Background: an optimization exercise with open tools, aiming at small area, a short achievable clock period and few clock cycles per item. Do not read the settings as production practice. Only simulation tests tie the RTL to the original design; equivalence was not proved. Power figures rest on the tool's default switching activity, not on a simulated workload.

== oak ==
## alu_op_sequencer
module alu_op_sequencer #(
    parameter int N    = 32,
    parameter int REGS = 16
) (
    input  logic         clk,
    input  logic         rst,
    input  logic         instr_valid,
    output logic         instr_ready,
    input  logic [3:0]   instr_func,
    input  logic [3:0]   instr_rd,
    input  logic [3:0]   instr_rs,
    input  logic [3:0]   instr_rt,
    input  logic         instr_use_imm,
    input  logic [N-1:0] instr_imm,
    output logic [N-1:0] alu_a,
    output logic [N-1:0] alu_b,
    output logic [3:0]   alu_func,
    input  logic [N-1:0] alu_res,
    output logic         res_valid,
    output logic [N-1:0] res_data,
    output logic [3:0]   res_rd,
    input  logic [3:0]   dbg_addr,
    output logic [N-1:0] dbg_data
);
For scale: roughly 2000 cells after synthesis.
==> flow/config.mk <==
export PLATFORM = sky130hd
export DESIGN_NAME = alu_op_sequencer
export DESIGN_NICKNAME = alu_op_sequencer
export VERILOG_FILES = /design/flow/design.v
export SDC_FILE = /design/flow/constraint.sdc
export NUM_CORES = 4
export LEC_CHECK = 0
export CAP_MARGIN = 20
export CORE_ASPECT_RATIO = 1.6
export CORE_MARGIN = 2
export CORE_UTILIZATION = 50
export SETUP_SLACK_MARGIN = 1.5
export SLEW_MARGIN = 60
export SYNTH_HIERARCHICAL = 1
export SYNTH_MINIMUM_KEEP_SIZE = 0
==> flow/constraint.sdc <==
create_clock -name core_clock -period 5.0 [get_ports {clk}]
set_input_delay 1.0000 -clock core_clock [delete_from_list [all_inputs] [get_ports {clk}]]
set_output_delay 1.0000 -clock core_clock [all_outputs]
set_load 0.01 [all_outputs]
standard.sh (not shown) runs the stock make flow with config.mk's settings and CLKGATE_MAP_FILE= SYNTH_SCRIPT=/design/flow/synth_recipe.tcl, a recipe that flattens the netlist after the stock synthesis.
==> flow/flow/run.sh <==
#!/bin/bash
# The standard layout (standard.sh, with its unchanged synthesis) with a
# few changes made through ORFS's own variables and step hooks:
#  - port buffers are plain buf_2 cells instead of the delay cells that
#    buffer_ports picks by default;
#  - before the first global placement the 512 register-file flops are put
#    in a grid, one column per register and one row band per bit
#    (flow/place_regfile.tcl), and held there through global placement;
#    afterwards they are released (flow/unfix_regfile.tcl) and treated like
#    any other cell;
#  - clock tree: sink clusters of up to 16, clkbuf_8 only, no dummy loads.
# standard.sh's output goes to standard.log here; ORFS's per-step logs are
# under orfs/logs/.
set -euo pipefail
here=$(pwd)
export BUFFER_PORTS_ARGS="-buffer_cell sky130_fd_sc_hd__buf_2"
export PRE_GLOBAL_PLACE_SKIP_IO_TCL="$here/flow/place_regfile.tcl"
export POST_GLOBAL_PLACE_TCL="$here/flow/unfix_regfile.tcl"
export SETUP_MOVE_SEQUENCE="sizeup,buffer"
export CTS_ARGS="-sink_clustering_enable -repair_clock_nets -dont_use_dummy_load -buf_list sky130_fd_sc_hd__clkbuf_8 -sink_clustering_size 16 -sink_clustering_max_diameter 60"
bash standard.sh > standard.log 2>&1
==> flow/flow/place_regfile.tcl <==
# Place the register-file flip-flops in a grid before global placement:
# register i in column i, bit b in row band b (or, in a narrow core, eight
# columns and two row bands per bit). The flops are left FIRM for
# global placement (see unfix_regfile.tcl), so the read-mux gates gather
# around them and each read select line runs along one column.
set block [ord::get_db_block]
set rows {}
foreach r [$block getRows] {
  lappend rows [list [lindex [$r getOrigin] 1] $r]
}
set rows [lsort -integer -index 0 $rows]
set nrows [llength $rows]
set core [$block getCoreArea]
set cx0 [$core xMin]
set cx1 [$core xMax]

# occupied intervals per row y (tap cells are already placed)
array set occ {}
foreach inst [$block getInsts] {
  set st [$inst getPlacementStatus]
  if {$st eq "NONE" || $st eq "UNPLACED"} { continue }
  set bb [$inst getBBox]
  lappend occ([$bb yMin]) [list [$bb xMin] [$bb xMax]]
}

proc free_at {y x w} {
  global occ
  if {![info exists occ($y)]} { return 1 }
  foreach iv $occ($y) {
    if {$x < [lindex $iv 1] && [lindex $iv 0] < $x + $w} { return 0 }
  }
  return 1
}

set nreg 16
set nbit 32
set placed 0
# registers per row: all 16 when they fit across the core with room to
# spare, else 8 (each bit then takes two rows)
set fw 11040
foreach inst [$block getInsts] {
  if {[regexp {^regfile_n} [$inst getName]]} { set fw [[$inst getMaster] getWidth]; break }
}
if {($cx1 - $cx0) >= 1.05 * $nreg * $fw} { set ncol $nreg } else { set ncol [expr {$nreg / 2}] }
set nband [expr {$nbit * $nreg / $ncol}]
foreach inst [$block getInsts] {
  if {![regexp {^regfile_n\\?\[(\d+)\\?\]\\?\[(\d+)\\?\]} [$inst getName] -> i b]} { continue }
  set band [expr {$b * ($nreg / $ncol) + $i / $ncol}]
  set ri [expr {int(($band + 0.5) * $nrows / $nband)}]
  set r [lindex [lindex $rows $ri] 1]
  set y [lindex [$r getOrigin] 1]
  set ox [lindex [$r getOrigin] 0]
  set sw [$r getSpacing]
  set ns [$r getSiteCount]
  set w [[$inst getMaster] getWidth]
  set wsites [expr {($w + $sw - 1) / $sw}]
  set want [expr {$cx0 + ($cx1 - $cx0) * (($i % $ncol) + 0.5) / $ncol - $w / 2.0}]
  set k0 [expr {int(round(($want - $ox) / double($sw)))}]
  set done 0
  for {set d 0} {$d < $ns && !$done} {incr d} {
    foreach k [list [expr {$k0 + $d}] [expr {$k0 - $d}]] {
      if {$k < 0 || $k + $wsites > $ns} { continue }
      set x [expr {$ox + $k * $sw}]
      if {[free_at $y $x $w]} {
        $inst setOrient [$r getOrient]
        $inst setLocation $x $y
        $inst setPlacementStatus FIRM
        lappend occ($y) [list $x [expr {$x + $w}]]
        set done 1
        incr placed
        break
      }
    }
  }
}
puts "place_regfile: placed $placed register-file flops in a grid of $ncol columns"
Other scripts of this flow, unchanged in this note and not shown: flow/flow/unfix_regfile.tcl
oak: no failed stages, no open violations at the end
Testbench counts of oak, summed over its fixed seeds: cycles 3,208, items 3,200.
The following lists how pine was set up differently from oak:
- a change of CORE_ASPECT_RATIO from 1.6 to 1.25
### Flow results
pine against oak: number of nets in the layout did not really move; internal cell power went up; sequential power went down.
Relative to oak, total global routing track utilization has decreased by 2.0 points in pine.
In pine the design area turned out 130 µm² higher than in oak.
Going from oak to pine, sequential fraction of design power shrinks by 1.1 points.
The first-pass GRT wire length of pine was superior to that of oak.
In the route summary, pine ends up with a via count below that of oak.
Relative to oak, critical path depth has increased by 1 in pine.
[inputs] birch vs pine
- CORE_ASPECT_RATIO removed (was 1.25)
-- flow/flow/place_regfile.tcl --
<<< pine, line 1
# Place the register-file flip-flops in a grid before global placement:
# register i in column i, bit b in row band b (or, in a narrow core, eight
# columns and two row bands per bit). The flops are left FIRM for
# global placement (see unfix_regfile.tcl), so the read-mux gates gather
>>> birch, line 1
# Place the register-file flip-flops in a grid before global placement:
# register i in column i, bit b in row band b. The flops are left FIRM for
# global placement (see unfix_regfile.tcl), so the read-mux gates gather
<<< pine, line 37
set placed 0
# registers per row: all 16 when they fit across the core with room to
# spare, else 8 (each bit then takes two rows)
set fw 11040
foreach inst [$block getInsts] {
  if {[regexp {^regfile_n} [$inst getName]]} { set fw [[$inst getMaster] getWidth]; break }
}
if {($cx1 - $cx0) >= 1.05 * $nreg * $fw} { set ncol $nreg } else { set ncol [expr {$nreg / 2}] }
set nband [expr {$nbit * $nreg / $ncol}]
foreach inst [$block getInsts] {
  if {![regexp {^regfile_n\\?\[(\d+)\\?\]\\?\[(\d+)\\?\]} [$inst getName] -> i b]} { continue }
  set band [expr {$b * ($nreg / $ncol) + $i / $ncol}]
  set ri [expr {int(($band + 0.5) * $nrows / $nband)}]
  set r [lindex [lindex $rows $ri] 1]
>>> birch, line 36
set placed 0
foreach inst [$block getInsts] {
  if {![regexp {^regfile_n\\?\[(\d+)\\?\]\\?\[(\d+)\\?\]} [$inst getName] -> i b]} { continue }
  set ri [expr {int(($b + 0.5) * $nrows / $nbit)}]
  set r [lindex [lindex $rows $ri] 1]
<<< pine, line 56
  set wsites [expr {($w + $sw - 1) / $sw}]
  set want [expr {$cx0 + ($cx1 - $cx0) * (($i % $ncol) + 0.5) / $ncol - $w / 2.0}]
  set k0 [expr {int(round(($want - $ox) / double($sw)))}]
>>> birch, line 46
  set wsites [expr {($w + $sw - 1) / $sw}]
  set want [expr {$cx0 + ($cx1 - $cx0) * ($i + 0.5) / $nreg - $w / 2.0}]
  set k0 [expr {int(round(($want - $ox) / double($sw)))}]
<<< pine, line 75
}
puts "place_regfile: placed $placed register-file flops in a grid of $ncol columns"
>>> birch, line 65
}
puts "place_regfile: placed $placed register-file flops in a grid"
The total power after layout on birch is in line with that on pine.
Total number of multi-input combinational cells: pine vs birch identical
Compared with pine, in birch clock period minus worst slack picked up an extra 0.018 ns; non-filler instance count after layout shrank by about 1.3%; worst hold margin down 0.010 ns; initial antenna violation count saw an increase; proportion of final cell area spent on non-clock buffers down 0.29 points.
| initial core utilization | birch vs pine | 0.24 points higher |
## Diff of input files: maple against birch
-- flow/flow/run.sh --
<<< birch, line 9
#    afterwards they are released (flow/unfix_regfile.tcl) and treated like
#    any other cell;
#  - clock tree: sink clusters of up to 16, clkbuf_8 only, no dummy loads.
>>> maple, line 9
#    afterwards they are released (flow/unfix_regfile.tcl) and treated like
#    any other cell, and the read-address, enable and reset inputs get
#    buf_8 port buffers (flow/size_inbufs.tcl);
#  - clock tree: sink clusters of up to 16, clkbuf_8 only, no dummy loads.
<<< birch, line 17
export PRE_GLOBAL_PLACE_SKIP_IO_TCL="$here/flow/place_regfile.tcl"
export POST_GLOBAL_PLACE_TCL="$here/flow/unfix_regfile.tcl"
export SETUP_MOVE_SEQUENCE="sizeup,buffer"
>>> maple, line 18
export PRE_GLOBAL_PLACE_SKIP_IO_TCL="$here/flow/place_regfile.tcl"
export POST_GLOBAL_PLACE_TCL="$here/flow/post_global_place.tcl"
export SETUP_MOVE_SEQUENCE="sizeup,buffer"
-- flow/flow/place_regfile.tcl --
<<< birch, line 1
# Place the register-file flip-flops in a grid before global placement:
# register i in column i, bit b in row band b. The flops are left FIRM for
# global placement (see unfix_regfile.tcl), so the read-mux gates gather
>>> maple, line 1
# Place the register-file flip-flops in a grid before global placement:
# register i in column i, bit b in row band b (or, in a narrow core, eight
# columns and two row bands per bit). The flops are left FIRM for
# global placement (see unfix_regfile.tcl), so the read-mux gates gather
<<< birch, line 36
set placed 0
foreach inst [$block getInsts] {
  if {![regexp {^regfile_n\\?\[(\d+)\\?\]\\?\[(\d+)\\?\]} [$inst getName] -> i b]} { continue }
  set ri [expr {int(($b + 0.5) * $nrows / $nbit)}]
  set r [lindex [lindex $rows $ri] 1]
>>> maple, line 37
set placed 0
# registers per row: all 16 when they fit across the core with room to
# spare, else 8 (each bit then takes two rows)
set fw 11040
foreach inst [$block getInsts] {
  if {[regexp {^regfile_n} [$inst getName]]} { set fw [[$inst getMaster] getWidth]; break }
}
if {($cx1 - $cx0) >= 1.05 * $nreg * $fw} { set ncol $nreg } else { set ncol [expr {$nreg / 2}] }
set nband [expr {$nbit * $nreg / $ncol}]
foreach inst [$block getInsts] {
  if {![regexp {^regfile_n\\?\[(\d+)\\?\]\\?\[(\d+)\\?\]} [$inst getName] -> i b]} { continue }
  set band [expr {$b * ($nreg / $ncol) + $i / $ncol}]
  set ri [expr {int(($band + 0.5) * $nrows / $nband)}]
  set r [lindex [lindex $rows $ri] 1]
<<< birch, line 46
  set wsites [expr {($w + $sw - 1) / $sw}]
  set want [expr {$cx0 + ($cx1 - $cx0) * ($i + 0.5) / $nreg - $w / 2.0}]
  set k0 [expr {int(round(($want - $ox) / double($sw)))}]
>>> maple, line 56
  set wsites [expr {($w + $sw - 1) / $sw}]
  set want [expr {$cx0 + ($cx1 - $cx0) * (($i % $ncol) + 0.5) / $ncol - $w / 2.0}]
  set k0 [expr {int(round(($want - $ox) / double($sw)))}]
<<< birch, line 65
}
puts "place_regfile: placed $placed register-file flops in a grid"
>>> maple, line 75
}
puts "place_regfile: placed $placed register-file flops in a grid of $ncol columns"
==> flow/flow/post_global_place.tcl (new file) <==
# After global placement: release the register-file flops and strengthen
# the read-address input buffers.
set here [file dirname [info script]]
source [file join $here unfix_regfile.tcl]
source [file join $here size_inbufs.tcl]
==> flow/flow/size_inbufs.tcl (new file) <==
# Give the read-address, enable and reset inputs stronger port buffers: the
# buffer that each of these ports drives becomes a buf_8.
set n 0
foreach bt [[ord::get_db_block] getBTerms] {
  if {![regexp {^(instr_rs|instr_rt|dbg_addr|instr_use_imm|rst)} [$bt getName]]} { continue }
  set net [$bt getNet]
  if {$net eq "NULL"} { continue }
  foreach it [$net getITerms] {
    set inst [$it getInst]
    if {[regexp {^sky130_fd_sc_hd__buf_[12]$} [[$inst getMaster] getName]]} {
      replace_cell [get_cells [$inst getName]] sky130_fd_sc_hd__buf_8
      incr n
    }
  }
}
puts "size_inbufs: resized $n input buffers"
Notes after the runs:
Critical path endpoint = alu_b[24]: birch; critical path endpoint = dbg_data[16]: maple
On clock network fraction of total power, maple and birch are neck and neck.
maple ends up with a post-synthesis to final-layout area growth that is 0.78 points higher than in birch.
Compared birch against maple; final hold slack within noise.

---

Setup of the previous run:
The RTL this note starts from:
==> flow/design.v <==
module alu_seq_g_inv (
    input  logic a,
    output logic y
);
    assign y = ~a;
endmodule
module alu_seq_g_nand2 (
    input  logic a, b,
    output logic y
);
    assign y = ~(a & b);
endmodule
module alu_seq_g_nor2 (
    input  logic a, b,
    output logic y
);
    assign y = ~(a | b);
endmodule
module alu_seq_g_nor3 (
    input  logic a, b, c,
    output logic y
);
    assign y = ~(a | b | c);
endmodule
module alu_seq_g_nand4 (
    input  logic a, b, c, d,
    output logic y
);
    assign y = ~(a & b & c & d);
endmodule
module alu_seq_g_and2 (
    input  logic a, b,
    output logic y
);
    assign y = a & b;
endmodule
module alu_seq_g_o22ai (
    input  logic a1, a2, b1, b2,
    output logic y
);
    assign y = ~((a1 | a2) & (b1 | b2));
endmodule
module alu_seq_rd_sel (
    input  logic [3:0]  addr,
    input  logic        en_n,
    output logic [15:0] sel_n
);
    logic [3:0] an;
    logic [3:0] pl, ph;
    for (genvar j = 0; j < 4; j++) begin : g_inv
        alu_seq_g_inv u_i (.a(addr[j]), .y(an[j]));
    end
    for (genvar k = 0; k < 4; k++) begin : g_pre
        alu_seq_g_nor3 u_l (
            .a(en_n),
            .b(k[0] ? an[0] : addr[0]),
            .c(k[1] ? an[1] : addr[1]),
            .y(pl[k]));
        alu_seq_g_nor2 u_h (
            .a(k[0] ? an[2] : addr[2]),
            .b(k[1] ? an[3] : addr[3]),
            .y(ph[k]));
    end
    for (genvar i = 0; i < 16; i++) begin : g_sel
        begin : g_s
            alu_seq_g_nand2 u_s (.a(pl[i%4]), .b(ph[i/4]), .y(sel_n[i]));
        end
    end
endmodule
module alu_seq_rd_mux #(
    parameter int N     = 32,
    parameter bit EXTRA = 1'b0
) (
    input  logic [16*N-1:0] data_n,
    input  logic [15:0]     sel_n,
    input  logic [N-1:0]    xdata,
    input  logic            xsel,
    output logic [N-1:0]    q
);
    for (genvar b = 0; b < N; b++) begin : g_bit
        logic [7:0] t;       
        logic [3:0] u;       
        for (genvar m = 0; m < 8; m++) begin : g_t
            alu_seq_g_o22ai u_t (
                .a1(sel_n[2*m]),   .a2(data_n[(2*m)*N + b]),
                .b1(sel_n[2*m+1]), .b2(data_n[(2*m+1)*N + b]),
                .y(t[m]));
        end
        if (EXTRA) begin : g_x
            logic xt;
            alu_seq_g_and2 u_x (.a(xsel), .b(xdata[b]), .y(xt));
            alu_seq_g_nor3 u_u0 (.a(t[0]), .b(t[1]), .c(xt), .y(u[0]));
        end else begin : g_nx
            alu_seq_g_nor2 u_u0 (.a(t[0]), .b(t[1]), .y(u[0]));
        end
        for (genvar m = 1; m < 4; m++) begin : g_u
            alu_seq_g_nor2 u_u (.a(t[2*m]), .b(t[2*m+1]), .y(u[m]));
        end
        alu_seq_g_nand4 u_q (.a(u[0]), .b(u[1]), .c(u[2]), .d(u[3]), .y(q[b]));
    end
endmodule
module alu_op_sequencer #(
    parameter int N    = 32,
    parameter int REGS = 16
) (
    input  logic         clk,
    input  logic         rst,
    input  logic         instr_valid,
    output logic         instr_ready,
    input  logic [3:0]   instr_func,
    input  logic [3:0]   instr_rd,
    input  logic [3:0]   instr_rs,
    input  logic [3:0]   instr_rt,
    input  logic         instr_use_imm,
    input  logic [N-1:0] instr_imm,
    output logic [N-1:0] alu_a,
    output logic [N-1:0] alu_b,
    output logic [3:0]   alu_func,
    input  logic [N-1:0] alu_res,
    output logic         res_valid,
    output logic [N-1:0] res_data,
    output logic [3:0]   res_rd,
    input  logic [3:0]   dbg_addr,
    output logic [N-1:0] dbg_data
);
    logic [N-1:0]    regfile_n [REGS];    
    logic            accept;
    logic [16*N-1:0] rf_flat_n;
    logic [15:0]     sel_a_n, sel_b_n, sel_d_n;
    always_comb begin
        for (int i = 0; i < REGS; i++) begin
            rf_flat_n[i*N +: N] = regfile_n[i];
        end
    end
    assign instr_ready = ~rst;
    assign accept      = instr_valid & ~rst;
    assign alu_func    = instr_func;
    alu_seq_rd_sel u_sel_a (.addr(instr_rs), .en_n(1'b0), .sel_n(sel_a_n));
    alu_seq_rd_mux #(.N(N), .EXTRA(1'b0)) u_mux_a (
        .data_n(rf_flat_n), .sel_n(sel_a_n), .xdata({N{1'b0}}), .xsel(1'b0), .q(alu_a));
    alu_seq_rd_sel u_sel_b (.addr(instr_rt), .en_n(instr_use_imm), .sel_n(sel_b_n));
    alu_seq_rd_mux #(.N(N), .EXTRA(1'b1)) u_mux_b (
        .data_n(rf_flat_n), .sel_n(sel_b_n), .xdata(instr_imm), .xsel(instr_use_imm), .q(alu_b));
    alu_seq_rd_sel u_sel_d (.addr(dbg_addr), .en_n(rst), .sel_n(sel_d_n));
    alu_seq_rd_mux #(.N(N), .EXTRA(1'b0)) u_mux_d (
        .data_n(rf_flat_n), .sel_n(sel_d_n), .xdata({N{1'b0}}), .xsel(1'b0), .q(dbg_data));
    always_ff @(posedge clk or posedge rst) begin
        if (rst) begin
            res_valid <= 1'b0;
        end else begin
            res_valid <= accept;
        end
    end
    always_ff @(posedge clk) begin
        res_data <= alu_res;
        res_rd   <= instr_rd;
    end
    always_ff @(posedge clk) begin
        for (int i = 0; i < REGS; i++) begin
            if (rst || (instr_valid && instr_rd == i[3:0])) begin
                regfile_n[i] <= rst ? '1 : ~alu_res;
            end
        end
    end
endmodule
Settings: LEC_CHECK=0, CAP_MARGIN=20, CORE_MARGIN=2, CORE_UTILIZATION=50, SETUP_SLACK_MARGIN=1.5, SLEW_MARGIN=60, SYNTH_HIERARCHICAL=1, SYNTH_MINIMUM_KEEP_SIZE=0; clock period 5.0 ns.
==> flow/flow/run.sh <==
#!/bin/bash
# The standard layout (standard.sh, with its unchanged synthesis) with a
# few changes made through ORFS's own variables:
#  - port buffers are plain buf_2 cells instead of the delay cells that
#    buffer_ports picks by default;
#  - clock tree: sink clusters of up to 16, clkbuf_8 only, no dummy loads.
# standard.sh's output goes to standard.log here; ORFS's per-step logs are
# under orfs/logs/.
set -euo pipefail
export BUFFER_PORTS_ARGS="-buffer_cell sky130_fd_sc_hd__buf_2"
export SETUP_MOVE_SEQUENCE="sizeup,buffer"
export CTS_ARGS="-sink_clustering_enable -repair_clock_nets -dont_use_dummy_load -buf_list sky130_fd_sc_hd__clkbuf_8 -sink_clustering_size 16 -sink_clustering_max_diameter 60"
bash standard.sh > standard.log 2>&1
Testbench counts of the previous run, summed over its fixed seeds: cycles 3,208, items 3,200.
diff inputs: the previous run => the current run
--- a/flow/flow/run.sh
+++ b/flow/flow/run.sh
@@ -5,2 +5,6 @@
 #    buffer_ports picks by default;
+#  - before global placement, the read-mux OAI22 gates are marked dont_touch
+#    so that timing repair sizes the select drivers instead of the 768 small
+#    mux gates (flow/dont_touch_mux.tcl);
+#  - setup repair only sizes up and buffers;
 #  - clock tree: sink clusters of up to 16, clkbuf_8 only, no dummy loads.
@@ -9,3 +13,5 @@
 set -euo pipefail
+here=$(pwd)
 export BUFFER_PORTS_ARGS="-buffer_cell sky130_fd_sc_hd__buf_2"
+export PRE_GLOBAL_PLACE_TCL="$here/flow/dont_touch_mux.tcl"
 export SETUP_MOVE_SEQUENCE="sizeup,buffer"
==> flow/flow/dont_touch_mux.tcl (new file) <==
# keep the read-mux first-level gates (OAI22) at their synthesized size
set n 0
foreach inst [get_cells *] {
  if {[regexp {^sky130_fd_sc_hd__o22ai_} [get_property $inst ref_name]]} {
    set_dont_touch $inst
    incr n
  }
}
puts "dont_touch on $n read-mux cells"
--- a/flow/config.mk
+++ b/flow/config.mk
@@ -10,3 +10,3 @@
 export CORE_UTILIZATION = 50
-export SETUP_SLACK_MARGIN = 1.5
+export SETUP_SLACK_MARGIN = 2
 export SLEW_MARGIN = 60
--- outcome ---
Going from the previous run to the current run, combinational fraction of design power increased 0.5 points; period utilization increased 2.2 points; number of buffers inserted to repair setup after CTS increased 62%; layout-stage area growth over the synthesis result decreased 0.92 points; placed cell count decreased 47.
Any difference in wire length between the previous run and the current run is small enough to ignore.

afterwards: timing with drivers on the ports:
How much do the figures lean on ideal ports? The routed layouts below were timed once more, with nothing changed but the port constraints. Step 1 (the two cells are an assumption about what drives the block):
set clk [get_ports {clk}]
set_driving_cell -lib_cell sky130_fd_sc_hd__clkbuf_16 $clk
set_driving_cell -lib_cell sky130_fd_sc_hd__buf_2 [delete_from_list [all_inputs] $clk]
Step 2 also shifts input and output timing later by t, the mid clock arrival at the registers, as if the neighbouring blocks saw the same clock. a / b / c = no drivers / after step 1 / after step 2; a / b = the first two.
run	shift t [ns]	setup WS [ns]	worst hold slack (ns)	worst data-port slew with drivers (ns)
oak	0.660	1.347 / 1.242 / 1.242	0.478 / 0.447 / 1.107	0.12
pine	0.696	1.432 / 1.365 / 1.365	0.447 / 0.421 / 1.117	0.10
birch	0.712	1.413 / 1.328 / 1.328	0.436 / 0.409 / 1.121	0.13
maple	0.707	1.398 / 1.295 / 1.295	0.439 / 0.407 / 1.114	0.15
the previous run	0.715	1.426 / 1.322 / 1.322	0.424 / 0.392 / 1.106	0.13
the current run	0.718	1.315 / 1.265 / 1.265	0.419 / 0.381 / 1.099	0.09
After both steps setup and hold are still met in every run listed. For oak, which loses most, drivers alone change the setup slack by -0.105 ns; drivers and shift together by -0.105 ns.
